Background: an optimization exercise with open tools, aiming at small area. Do not read the settings as production practice.
At most, simulation tests tie the RTL to the original design; equivalence was not proved.
Power and IR drop assume default switching activity.

==> inputs of v16 <==
==> flow/design.v <==
package robotCfgPkg;
	typedef logic [7:0] percent_t;
	typedef logic [31:0] pulseWidth_t;
	typedef logic [31:0] encCount_t;
	localparam logic [31:0] framePeriodCycles = 32'd1100000;
	localparam logic [31:0] pulseLowLimit = 32'd50000;
	localparam logic [31:0] pulseRangeStep = 32'd250;
	localparam logic [31:0] centerPercent = 32'd100;
	localparam pulseWidth_t pulseRestWidth = pulseLowLimit + centerPercent * pulseRangeStep;
	localparam encCount_t encResetCount = 32'h80000000;
endpackage
package robotRegPkg;
	typedef logic [31:0] regWord_t;
	typedef logic [7:0] apbAddr_t;
	typedef enum logic [7:0] {
		CTRL        = 8'h00,
		LEFT_SPEED  = 8'h04,
		RIGHT_SPEED = 8'h08,
		PAN_POS     = 8'h0C,
		TILT_POS    = 8'h10,
		ENC_LEFT    = 8'h14,
		ENC_RIGHT   = 8'h18,
		BOARD_ID    = 8'h1C
	} regAddr_e;
	localparam int ctrlBits = 3;
	localparam logic [31:0] ctrlMotorSelBit = 32'd0;
	localparam logic [31:0] ctrlCamSelBit = 32'd1;
	localparam logic [31:0] ctrlAlarmBit = 32'd2;
	localparam logic [ctrlBits-1:0] ctrlResetValue = '0;
	localparam regWord_t boardIdWord = 32'hDEADBEEF;
endpackage
`timescale 1ns/1ps
module hostRegs (
	input  logic                   OSC_FPGA,
	input  logic                   arstN_i,
	input  logic                   psel_i,
	input  logic                   penable_i,
	input  logic                   pwrite_i,
	input  robotRegPkg::apbAddr_t  paddr_i,
	input  robotRegPkg::regWord_t  pwdata_i,
	output robotRegPkg::regWord_t  prdata_o,
	output logic                   pready_o,
	output logic                   pslverr_o,
	input  robotCfgPkg::encCount_t encLeft_i,
	input  robotCfgPkg::encCount_t encRight_i,
	output robotCfgPkg::percent_t  leftSpeed_o,
	output robotCfgPkg::percent_t  rightSpeed_o,
	output robotCfgPkg::percent_t  panPos_o,
	output robotCfgPkg::percent_t  tiltPos_o,
	output logic                   motorSel_o,
	output logic                   camSel_o,
	output logic                   alarm_o
);
	logic [robotRegPkg::ctrlBits-1:0] ctrlReg;
	robotCfgPkg::percent_t leftSpeedReg;
	robotCfgPkg::percent_t rightSpeedReg;
	robotCfgPkg::percent_t panPosReg;
	robotCfgPkg::percent_t tiltPosReg;
	robotRegPkg::regAddr_e addrSel;
	robotRegPkg::regWord_t readData;
	logic accessPhase;
	logic addrKnown;
	logic addrReadOnly;
	logic writeEn;
	assign addrSel = robotRegPkg::regAddr_e'(paddr_i);
	always_comb
	begin
		addrKnown = 1'b1;
		addrReadOnly = 1'b0;
		readData = '0;
		case (addrSel)
			robotRegPkg::CTRL:
				readData = robotRegPkg::regWord_t'(ctrlReg);
			robotRegPkg::LEFT_SPEED:
				readData = robotRegPkg::regWord_t'(leftSpeedReg);
			robotRegPkg::RIGHT_SPEED:
				readData = robotRegPkg::regWord_t'(rightSpeedReg);
			robotRegPkg::PAN_POS:
				readData = robotRegPkg::regWord_t'(panPosReg);
			robotRegPkg::TILT_POS:
				readData = robotRegPkg::regWord_t'(tiltPosReg);
			robotRegPkg::ENC_LEFT:
			begin
				readData = encLeft_i;
				addrReadOnly = 1'b1;
			end
			robotRegPkg::ENC_RIGHT:
			begin
				readData = encRight_i;
				addrReadOnly = 1'b1;
			end
			robotRegPkg::BOARD_ID:
			begin
				readData = robotRegPkg::boardIdWord;
				addrReadOnly = 1'b1;
			end
			default:
				addrKnown = 1'b0;
		endcase
	end
	assign accessPhase = psel_i & penable_i;
	assign pready_o = accessPhase;
	assign prdata_o = readData;
	assign pslverr_o = accessPhase & (~addrKnown | (pwrite_i & addrReadOnly));
	assign writeEn = accessPhase & pwrite_i & addrKnown & ~addrReadOnly;
	always_ff @(posedge OSC_FPGA or negedge arstN_i)
	begin
		if (!arstN_i)
		begin
			ctrlReg <= robotRegPkg::ctrlResetValue;
			leftSpeedReg <= robotCfgPkg::percent_t'(robotCfgPkg::centerPercent);
			rightSpeedReg <= robotCfgPkg::percent_t'(robotCfgPkg::centerPercent);
			panPosReg <= robotCfgPkg::percent_t'(robotCfgPkg::centerPercent);
			tiltPosReg <= robotCfgPkg::percent_t'(robotCfgPkg::centerPercent);
		end
		else if (writeEn)
		begin
			case (addrSel)
				robotRegPkg::CTRL:
					ctrlReg <= pwdata_i[robotRegPkg::ctrlBits-1:0];
				robotRegPkg::LEFT_SPEED:
					leftSpeedReg <= robotCfgPkg::percent_t'(pwdata_i);
				robotRegPkg::RIGHT_SPEED:
					rightSpeedReg <= robotCfgPkg::percent_t'(pwdata_i);
				robotRegPkg::PAN_POS:
					panPosReg <= robotCfgPkg::percent_t'(pwdata_i);
				robotRegPkg::TILT_POS:
					tiltPosReg <= robotCfgPkg::percent_t'(pwdata_i);
				default:
					ctrlReg <= ctrlReg;
			endcase
		end
	end
	assign leftSpeed_o = leftSpeedReg;
	assign rightSpeed_o = rightSpeedReg;
	assign panPos_o = panPosReg;
	assign tiltPos_o = tiltPosReg;
	assign motorSel_o = ctrlReg[robotRegPkg::ctrlMotorSelBit];
	assign camSel_o = ctrlReg[robotRegPkg::ctrlCamSelBit];
	assign alarm_o = ctrlReg[robotRegPkg::ctrlAlarmBit];
endmodule
`timescale 1ns/1ps
module servoChannel (
	input  logic                  OSC_FPGA,
	input  logic                  arstN_i,
	input  robotCfgPkg::percent_t setpoint_i,
	input  logic                  genSel_i,
	input  logic                  rcIn_i,
	output logic                  pulse_o
);
	robotCfgPkg::pulseWidth_t convWidth;
	robotCfgPkg::pulseWidth_t activeWidth;
	robotCfgPkg::pulseWidth_t frameCount;
	logic frameEnd;
	logic genPulse;
	always_ff @(posedge OSC_FPGA or negedge arstN_i)
	begin
		if (!arstN_i)
		begin
			convWidth <= robotCfgPkg::pulseRestWidth;
		end
		else
		begin
			convWidth <= robotCfgPkg::pulseLowLimit
				+ robotCfgPkg::pulseWidth_t'(setpoint_i) * robotCfgPkg::pulseRangeStep;
		end
	end
	assign frameEnd = (frameCount == robotCfgPkg::framePeriodCycles - 1);
	always_ff @(posedge OSC_FPGA or negedge arstN_i)
	begin
		if (!arstN_i)
		begin
			frameCount <= '0;
			activeWidth <= robotCfgPkg::pulseRestWidth;
		end
		else if (frameEnd)
		begin
			frameCount <= '0;
			activeWidth <= convWidth;
		end
		else
		begin
			frameCount <= frameCount + 1;
		end
	end
	assign genPulse = (frameCount < activeWidth);
	assign pulse_o = genSel_i ? genPulse : rcIn_i;
endmodule
`timescale 1ns/1ps
module quadDecoder (
	input  logic                   OSC_FPGA,
	input  logic                   arstN_i,
	input  logic                   encA_i,
	input  logic                   encB_i,
	output robotCfgPkg::encCount_t count_o
);
	typedef enum logic [1:0] {
		STEP_NONE,
		STEP_UP,
		STEP_DOWN
	} step_e;
	logic [1:0] syncA;
	logic [1:0] syncB;
	logic [1:0] currPair;
	logic [1:0] prevPair;
	step_e step;
	robotCfgPkg::encCount_t countReg;
	always_ff @(posedge OSC_FPGA or negedge arstN_i)
	begin
		if (!arstN_i)
		begin
			syncA <= '0;
			syncB <= '0;
			prevPair <= '0;
		end
		else
		begin
			syncA <= {syncA[0], encA_i};
			syncB <= {syncB[0], encB_i};
			prevPair <= currPair;
		end
	end
	assign currPair = {syncA[1], syncB[1]};
	always_comb
	begin
		case ({prevPair, currPair})
			4'b00_10, 4'b10_11, 4'b11_01, 4'b01_00:
				step = STEP_UP;
			4'b10_00, 4'b11_10, 4'b01_11, 4'b00_01:
				step = STEP_DOWN;
			default:
				step = STEP_NONE;
		endcase
	end
	always_ff @(posedge OSC_FPGA or negedge arstN_i)
	begin
		if (!arstN_i)
			countReg <= robotCfgPkg::encResetCount;
		else if (step == STEP_UP)
			countReg <= countReg + 1;
		else if (step == STEP_DOWN)
			countReg <= countReg - 1;
	end
	assign count_o = countReg;
endmodule
`timescale 1ns/1ps
module motionIoTop (
	input  logic                  OSC_FPGA,
	input  logic                  arstN_i,
	input  logic                  psel_i,
	input  logic                  penable_i,
	input  logic                  pwrite_i,
	input  robotRegPkg::apbAddr_t paddr_i,
	input  robotRegPkg::regWord_t pwdata_i,
	output robotRegPkg::regWord_t prdata_o,
	output logic                  pready_o,
	output logic                  pslverr_o,
	input  logic                  rcLeftElev_i,
	input  logic                  rcRightAile_i,
	input  logic                  rcPanRudd_i,
	input  logic                  rcTiltThro_i,
	input  logic                  encLeftA_i,
	input  logic                  encLeftB_i,
	input  logic                  encRightA_i,
	input  logic                  encRightB_i,
	output logic                  motorLeft_o,
	output logic                  motorRight_o,
	output logic                  camPan_o,
	output logic                  camTilt_o,
	output logic                  alarm_o
);
	robotCfgPkg::percent_t leftSpeed;
	robotCfgPkg::percent_t rightSpeed;
	robotCfgPkg::percent_t panPos;
	robotCfgPkg::percent_t tiltPos;
	robotCfgPkg::encCount_t encLeftCount;
	robotCfgPkg::encCount_t encRightCount;
	logic motorSel;
	logic camSel;
	hostRegs regs (
		.OSC_FPGA     (OSC_FPGA),
		.arstN_i      (arstN_i),
		.psel_i       (psel_i),
		.penable_i    (penable_i),
		.pwrite_i     (pwrite_i),
		.paddr_i      (paddr_i),
		.pwdata_i     (pwdata_i),
		.prdata_o     (prdata_o),
		.pready_o     (pready_o),
		.pslverr_o    (pslverr_o),
		.encLeft_i    (encLeftCount),
		.encRight_i   (encRightCount),
		.leftSpeed_o  (leftSpeed),
		.rightSpeed_o (rightSpeed),
		.panPos_o     (panPos),
		.tiltPos_o    (tiltPos),
		.motorSel_o   (motorSel),
		.camSel_o     (camSel),
		.alarm_o      (alarm_o)
	);
	servoChannel servoLeft (
		.OSC_FPGA   (OSC_FPGA),
		.arstN_i    (arstN_i),
		.setpoint_i (leftSpeed),
		.genSel_i   (motorSel),
		.rcIn_i     (rcLeftElev_i),
		.pulse_o    (motorLeft_o)
	);
	servoChannel servoRight (
		.OSC_FPGA   (OSC_FPGA),
		.arstN_i    (arstN_i),
		.setpoint_i (rightSpeed),
		.genSel_i   (motorSel),
		.rcIn_i     (rcRightAile_i),
		.pulse_o    (motorRight_o)
	);
	servoChannel servoPan (
		.OSC_FPGA   (OSC_FPGA),
		.arstN_i    (arstN_i),
		.setpoint_i (panPos),
		.genSel_i   (camSel),
		.rcIn_i     (rcPanRudd_i),
		.pulse_o    (camPan_o)
	);
	servoChannel servoTilt (
		.OSC_FPGA   (OSC_FPGA),
		.arstN_i    (arstN_i),
		.setpoint_i (tiltPos),
		.genSel_i   (camSel),
		.rcIn_i     (rcTiltThro_i),
		.pulse_o    (camTilt_o)
	);
	quadDecoder decLeft (
		.OSC_FPGA (OSC_FPGA),
		.arstN_i  (arstN_i),
		.encA_i   (encLeftA_i),
		.encB_i   (encLeftB_i),
		.count_o  (encLeftCount)
	);
	quadDecoder decRight (
		.OSC_FPGA (OSC_FPGA),
		.arstN_i  (arstN_i),
		.encA_i   (encRightA_i),
		.encB_i   (encRightB_i),
		.count_o  (encRightCount)
	);
endmodule
==> flow/run.sh <==
#!/bin/bash
# synth_recipe.tcl (not shown) runs the flow's synth.tcl, then flattens the netlist and writes it again
# the make line also repeats each setting of config.mk as NAME=value (left out here)
make -C /OpenROAD-flow-scripts/flow DESIGN_CONFIG=/design/flow/config.mk WORK_HOME=/design/flow/orfs CLKGATE_MAP_FILE= SYNTH_SCRIPT=/design/flow/synth_recipe.tcl finish
==> flow/config.mk <==
export PLATFORM = sky130hd
export DESIGN_NAME = motionIoTop
export DESIGN_NICKNAME = motionIoTop
export VERILOG_FILES = /design/flow/design.v
export SDC_FILE = /design/flow/constraint.sdc
export NUM_CORES = 4
export LEC_CHECK = 0
export CAP_MARGIN = 20
export CORE_MARGIN = 2
export CORE_UTILIZATION = 40
export SLEW_MARGIN = 20
==> flow/constraint.sdc <==
create_clock -name core_clock -period 10.0 [get_ports {OSC_FPGA}]
set_input_delay 2.0000 -clock core_clock [delete_from_list [all_inputs] [get_ports {OSC_FPGA}]]
set_output_delay 2.0000 -clock core_clock [all_outputs]
set_load 0.01 [all_outputs]
==> v6: changes against v16 <==
--- a/flow/design.v
+++ b/flow/design.v
@@ -57,51 +57,29 @@
 	robotCfgPkg::percent_t panPosReg;
 	robotCfgPkg::percent_t tiltPosReg;
-	robotRegPkg::regAddr_e addrSel;
-	robotRegPkg::regWord_t readData;
+	logic [2:0] word;
 	logic accessPhase;
-	logic addrKnown;
-	logic addrReadOnly;
+	logic aligned;
+	logic readOnly;
 	logic writeEn;
-	assign addrSel = robotRegPkg::regAddr_e'(paddr_i);
+	assign word = paddr_i[4:2];
+	assign aligned = ~|{paddr_i[7:5], paddr_i[1:0]};
+	assign readOnly = word[2] & (word[1] | word[0]);
+	assign accessPhase = psel_i & penable_i;
+	assign pready_o = accessPhase;
+	assign pslverr_o = accessPhase & (~aligned | (pwrite_i & readOnly));
+	assign writeEn = accessPhase & pwrite_i & aligned & ~readOnly;
 	always_comb
 	begin
-		addrKnown = 1'b1;
-		addrReadOnly = 1'b0;
-		readData = '0;
-		case (addrSel)
-			robotRegPkg::CTRL:
-				readData = robotRegPkg::regWord_t'(ctrlReg);
-			robotRegPkg::LEFT_SPEED:
-				readData = robotRegPkg::regWord_t'(leftSpeedReg);
-			robotRegPkg::RIGHT_SPEED:
-				readData = robotRegPkg::regWord_t'(rightSpeedReg);
-			robotRegPkg::PAN_POS:
-				readData = robotRegPkg::regWord_t'(panPosReg);
-			robotRegPkg::TILT_POS:
-				readData = robotRegPkg::regWord_t'(tiltPosReg);
-			robotRegPkg::ENC_LEFT:
-			begin
-				readData = encLeft_i;
-				addrReadOnly = 1'b1;
-			end
-			robotRegPkg::ENC_RIGHT:
-			begin
-				readData = encRight_i;
-				addrReadOnly = 1'b1;
-			end
-			robotRegPkg::BOARD_ID:
-			begin
-				readData = robotRegPkg::boardIdWord;
-				addrReadOnly = 1'b1;
-			end
-			default:
-				addrKnown = 1'b0;
+		case (word)
+			3'd0: prdata_o = robotRegPkg::regWord_t'(ctrlReg);
+			3'd1: prdata_o = robotRegPkg::regWord_t'(leftSpeedReg);
+			3'd2: prdata_o = robotRegPkg::regWord_t'(rightSpeedReg);
+			3'd3: prdata_o = robotRegPkg::regWord_t'(panPosReg);
+			3'd4: prdata_o = robotRegPkg::regWord_t'(tiltPosReg);
+			3'd5: prdata_o = encLeft_i;
+			3'd6: prdata_o = encRight_i;
+			default: prdata_o = robotRegPkg::boardIdWord;
 		endcase
 	end
-	assign accessPhase = psel_i & penable_i;
-	assign pready_o = accessPhase;
-	assign prdata_o = readData;
-	assign pslverr_o = accessPhase & (~addrKnown | (pwrite_i & addrReadOnly));
-	assign writeEn = accessPhase & pwrite_i & addrKnown & ~addrReadOnly;
 	always_ff @(posedge OSC_FPGA or negedge arstN_i)
 	begin
@@ -116,17 +94,11 @@
 		else if (writeEn)
 		begin
-			case (addrSel)
-				robotRegPkg::CTRL:
-					ctrlReg <= pwdata_i[robotRegPkg::ctrlBits-1:0];
-				robotRegPkg::LEFT_SPEED:
-					leftSpeedReg <= robotCfgPkg::percent_t'(pwdata_i);
-				robotRegPkg::RIGHT_SPEED:
-					rightSpeedReg <= robotCfgPkg::percent_t'(pwdata_i);
-				robotRegPkg::PAN_POS:
-					panPosReg <= robotCfgPkg::percent_t'(pwdata_i);
-				robotRegPkg::TILT_POS:
-					tiltPosReg <= robotCfgPkg::percent_t'(pwdata_i);
-				default:
-					ctrlReg <= ctrlReg;
+			case (word)
+				3'd0: ctrlReg <= pwdata_i[robotRegPkg::ctrlBits-1:0];
+				3'd1: leftSpeedReg <= pwdata_i[7:0];
+				3'd2: rightSpeedReg <= pwdata_i[7:0];
+				3'd3: panPosReg <= pwdata_i[7:0];
+				3'd4: tiltPosReg <= pwdata_i[7:0];
+				default: ;
 			endcase
 		end
@@ -141,48 +113,61 @@
 endmodule
 `timescale 1ns/1ps
-module servoChannel (
-	input  logic                  OSC_FPGA,
-	input  logic                  arstN_i,
-	input  robotCfgPkg::percent_t setpoint_i,
-	input  logic                  genSel_i,
-	input  logic                  rcIn_i,
-	output logic                  pulse_o
+module servoFrame (
+	input  logic       OSC_FPGA,
+	input  logic       arstN_i,
+	output logic       early_o,
+	output logic       window_o,
+	output logic [7:0] pos_o,
+	output logic       load_o
 );
-	robotCfgPkg::pulseWidth_t convWidth;
-	robotCfgPkg::pulseWidth_t activeWidth;
-	robotCfgPkg::pulseWidth_t frameCount;
-	logic frameEnd;
-	logic genPulse;
+	logic [7:0] lowDigit;
+	logic [12:0] highDigit;
+	logic [7:0] lowNext;
+	logic lowWrap;
+	logic highEnd;
+	assign {lowWrap, lowNext} = {1'b0, lowDigit} + 9'd1;
+	assign highEnd = highDigit[12] & highDigit[8] & highDigit[6] & highDigit[5]
+		& highDigit[2] & highDigit[1] & highDigit[0];
 	always_ff @(posedge OSC_FPGA or negedge arstN_i)
 	begin
 		if (!arstN_i)
 		begin
-			convWidth <= robotCfgPkg::pulseRestWidth;
+			lowDigit <= 8'd6;
+			highDigit <= 13'd56;
 		end
 		else
 		begin
-			convWidth <= robotCfgPkg::pulseLowLimit
-				+ robotCfgPkg::pulseWidth_t'(setpoint_i) * robotCfgPkg::pulseRangeStep;
+			lowDigit <= lowNext | {5'b0, lowWrap, lowWrap, 1'b0};
+			if (lowWrap)
+				highDigit <= highEnd ? 13'd56 : highDigit + 13'd1;
 		end
 	end
-	assign frameEnd = (frameCount == robotCfgPkg::framePeriodCycles - 1);
+	assign early_o = (highDigit[12:8] == 5'd0);
+	assign window_o = (highDigit[12:8] == 5'd1);
+	assign pos_o = highDigit[7:0];
+	assign load_o = highEnd & (lowDigit == 8'd254);
+endmodule
+module servoChannel (
+	input  logic                  OSC_FPGA,
+	input  logic                  arstN_i,
+	input  robotCfgPkg::percent_t setpoint_i,
+	input  logic                  early_i,
+	input  logic                  window_i,
+	input  logic [7:0]            pos_i,
+	input  logic                  load_i,
+	input  logic                  genSel_i,
+	input  logic                  rcIn_i,
+	output logic                  pulse_o
+);
+	robotCfgPkg::percent_t activeSet;
+	logic genPulse;
 	always_ff @(posedge OSC_FPGA or negedge arstN_i)
 	begin
 		if (!arstN_i)
-		begin
-			frameCount <= '0;
-			activeWidth <= robotCfgPkg::pulseRestWidth;
-		end
-		else if (frameEnd)
-		begin
-			frameCount <= '0;
-			activeWidth <= convWidth;
-		end
-		else
-		begin
-			frameCount <= frameCount + 1;
-		end
+			activeSet <= robotCfgPkg::percent_t'(robotCfgPkg::centerPercent);
+		else if (load_i)
+			activeSet <= setpoint_i;
 	end
-	assign genPulse = (frameCount < activeWidth);
+	assign genPulse = early_i | (window_i & (pos_i < activeSet));
 	assign pulse_o = genSel_i ? genPulse : rcIn_i;
 endmodule
@@ -195,14 +180,11 @@
 	output robotCfgPkg::encCount_t count_o
 );
-	typedef enum logic [1:0] {
-		STEP_NONE,
-		STEP_UP,
-		STEP_DOWN
-	} step_e;
 	logic [1:0] syncA;
 	logic [1:0] syncB;
-	logic [1:0] currPair;
-	logic [1:0] prevPair;
-	step_e step;
+	logic prevA;
+	logic prevB;
+	logic stepEn;
+	logic stepDown;
+	logic [32:0] carry;
 	robotCfgPkg::encCount_t countReg;
 	always_ff @(posedge OSC_FPGA or negedge arstN_i)
@@ -212,5 +194,6 @@
 			syncA <= '0;
 			syncB <= '0;
-			prevPair <= '0;
+			prevA <= 1'b0;
+			prevB <= 1'b0;
 		end
 		else
@@ -218,18 +201,15 @@
 			syncA <= {syncA[0], encA_i};
 			syncB <= {syncB[0], encB_i};
-			prevPair <= currPair;
+			prevA <= syncA[1];
+			prevB <= syncB[1];
 		end
 	end
-	assign currPair = {syncA[1], syncB[1]};
+	assign stepEn = syncA[1] ^ prevA ^ syncB[1] ^ prevB;
+	assign stepDown = ~(syncA[1] ^ prevB);
 	always_comb
 	begin
-		case ({prevPair, currPair})
-			4'b00_10, 4'b10_11, 4'b11_01, 4'b01_00:
-				step = STEP_UP;
-			4'b10_00, 4'b11_10, 4'b01_11, 4'b00_01:
-				step = STEP_DOWN;
-			default:
-				step = STEP_NONE;
-		endcase
+		carry[0] = stepEn;
+		for (int i = 0; i < 32; i++)
+			carry[i+1] = carry[i] & (countReg[i] ^ stepDown);
 	end
 	always_ff @(posedge OSC_FPGA or negedge arstN_i)
@@ -237,8 +217,6 @@
 		if (!arstN_i)
 			countReg <= robotCfgPkg::encResetCount;
-		else if (step == STEP_UP)
-			countReg <= countReg + 1;
-		else if (step == STEP_DOWN)
-			countReg <= countReg - 1;
+		else
+			countReg <= countReg ^ carry[31:0];
 	end
 	assign count_o = countReg;
@@ -278,4 +256,8 @@
 	logic motorSel;
 	logic camSel;
+	logic frameEarly;
+	logic frameWindow;
+	logic [7:0] framePos;
+	logic frameLoad;
 	hostRegs regs (
 		.OSC_FPGA     (OSC_FPGA),
@@ -299,7 +281,19 @@
 		.alarm_o      (alarm_o)
 	);
+	servoFrame frame (
+		.OSC_FPGA (OSC_FPGA),
+		.arstN_i  (arstN_i),
+		.early_o  (frameEarly),
+		.window_o (frameWindow),
+		.pos_o    (framePos),
+		.load_o   (frameLoad)
+	);
 	servoChannel servoLeft (
 		.OSC_FPGA   (OSC_FPGA),
 		.arstN_i    (arstN_i),
+		.early_i    (frameEarly),
+		.window_i   (frameWindow),
+		.pos_i      (framePos),
+		.load_i     (frameLoad),
 		.setpoint_i (leftSpeed),
 		.genSel_i   (motorSel),
@@ -310,4 +304,8 @@
 		.OSC_FPGA   (OSC_FPGA),
 		.arstN_i    (arstN_i),
+		.early_i    (frameEarly),
+		.window_i   (frameWindow),
+		.pos_i      (framePos),
+		.load_i     (frameLoad),
 		.setpoint_i (rightSpeed),
 		.genSel_i   (motorSel),
@@ -318,4 +316,8 @@
 		.OSC_FPGA   (OSC_FPGA),
 		.arstN_i    (arstN_i),
+		.early_i    (frameEarly),
+		.window_i   (frameWindow),
+		.pos_i      (framePos),
+		.load_i     (frameLoad),
 		.setpoint_i (panPos),
 		.genSel_i   (camSel),
@@ -326,4 +328,8 @@
 		.OSC_FPGA   (OSC_FPGA),
 		.arstN_i    (arstN_i),
+		.early_i    (frameEarly),
+		.window_i   (frameWindow),
+		.pos_i      (framePos),
+		.load_i     (frameLoad),
 		.setpoint_i (tiltPos),
 		.genSel_i   (camSel),
==> notes <==
- Against v6, the core utilization of v16 is lower by 1.7 points.
- In v16 the hold slack is lower than in v6, by 0.0037 ns.
- In v6 the clock power is lower than in v16, by 57%.
- In routed wire length, v16 is at 2.6 times the value of v6.
- Against v6, the non-clock buffer count of v16 is higher by 6.
Function not checked in v16: the RTL went through the layout flow alone.

[port drivers added, routing unchanged]
No port has a modelled driver above. Below, the same layouts with a new extraction and two added sets of constraints.
Step 1: set_driving_cell puts a clkbuf_16 on OSC_FPGA and a buf_2 on each other input, an assumption about the parent block.
Step 2 also shifts input and output timing later by t, the mid clock arrival at the registers, as if the neighbouring blocks saw the same clock.
Three values: ideal, step 1, step 2; two values: the first two.
run | t (ns) | setup slack, ns | worst setup path after step 2 | slew at the worst register clock pin (ns) | cell pins on the clock port's net
v16 | 0.627 | 2.828 / 2.805 / 2.805 | input to output | 0.06 / 0.06 | 1
v6 | 0.474 | 3.418 / 3.388 / 3.388 | input to output | 0.07 / 0.07 | 1
After both steps every run listed still meets setup and hold. For v6, which loses most, drivers alone change the setup slack by -0.030 ns; drivers and shift together by -0.030 ns.
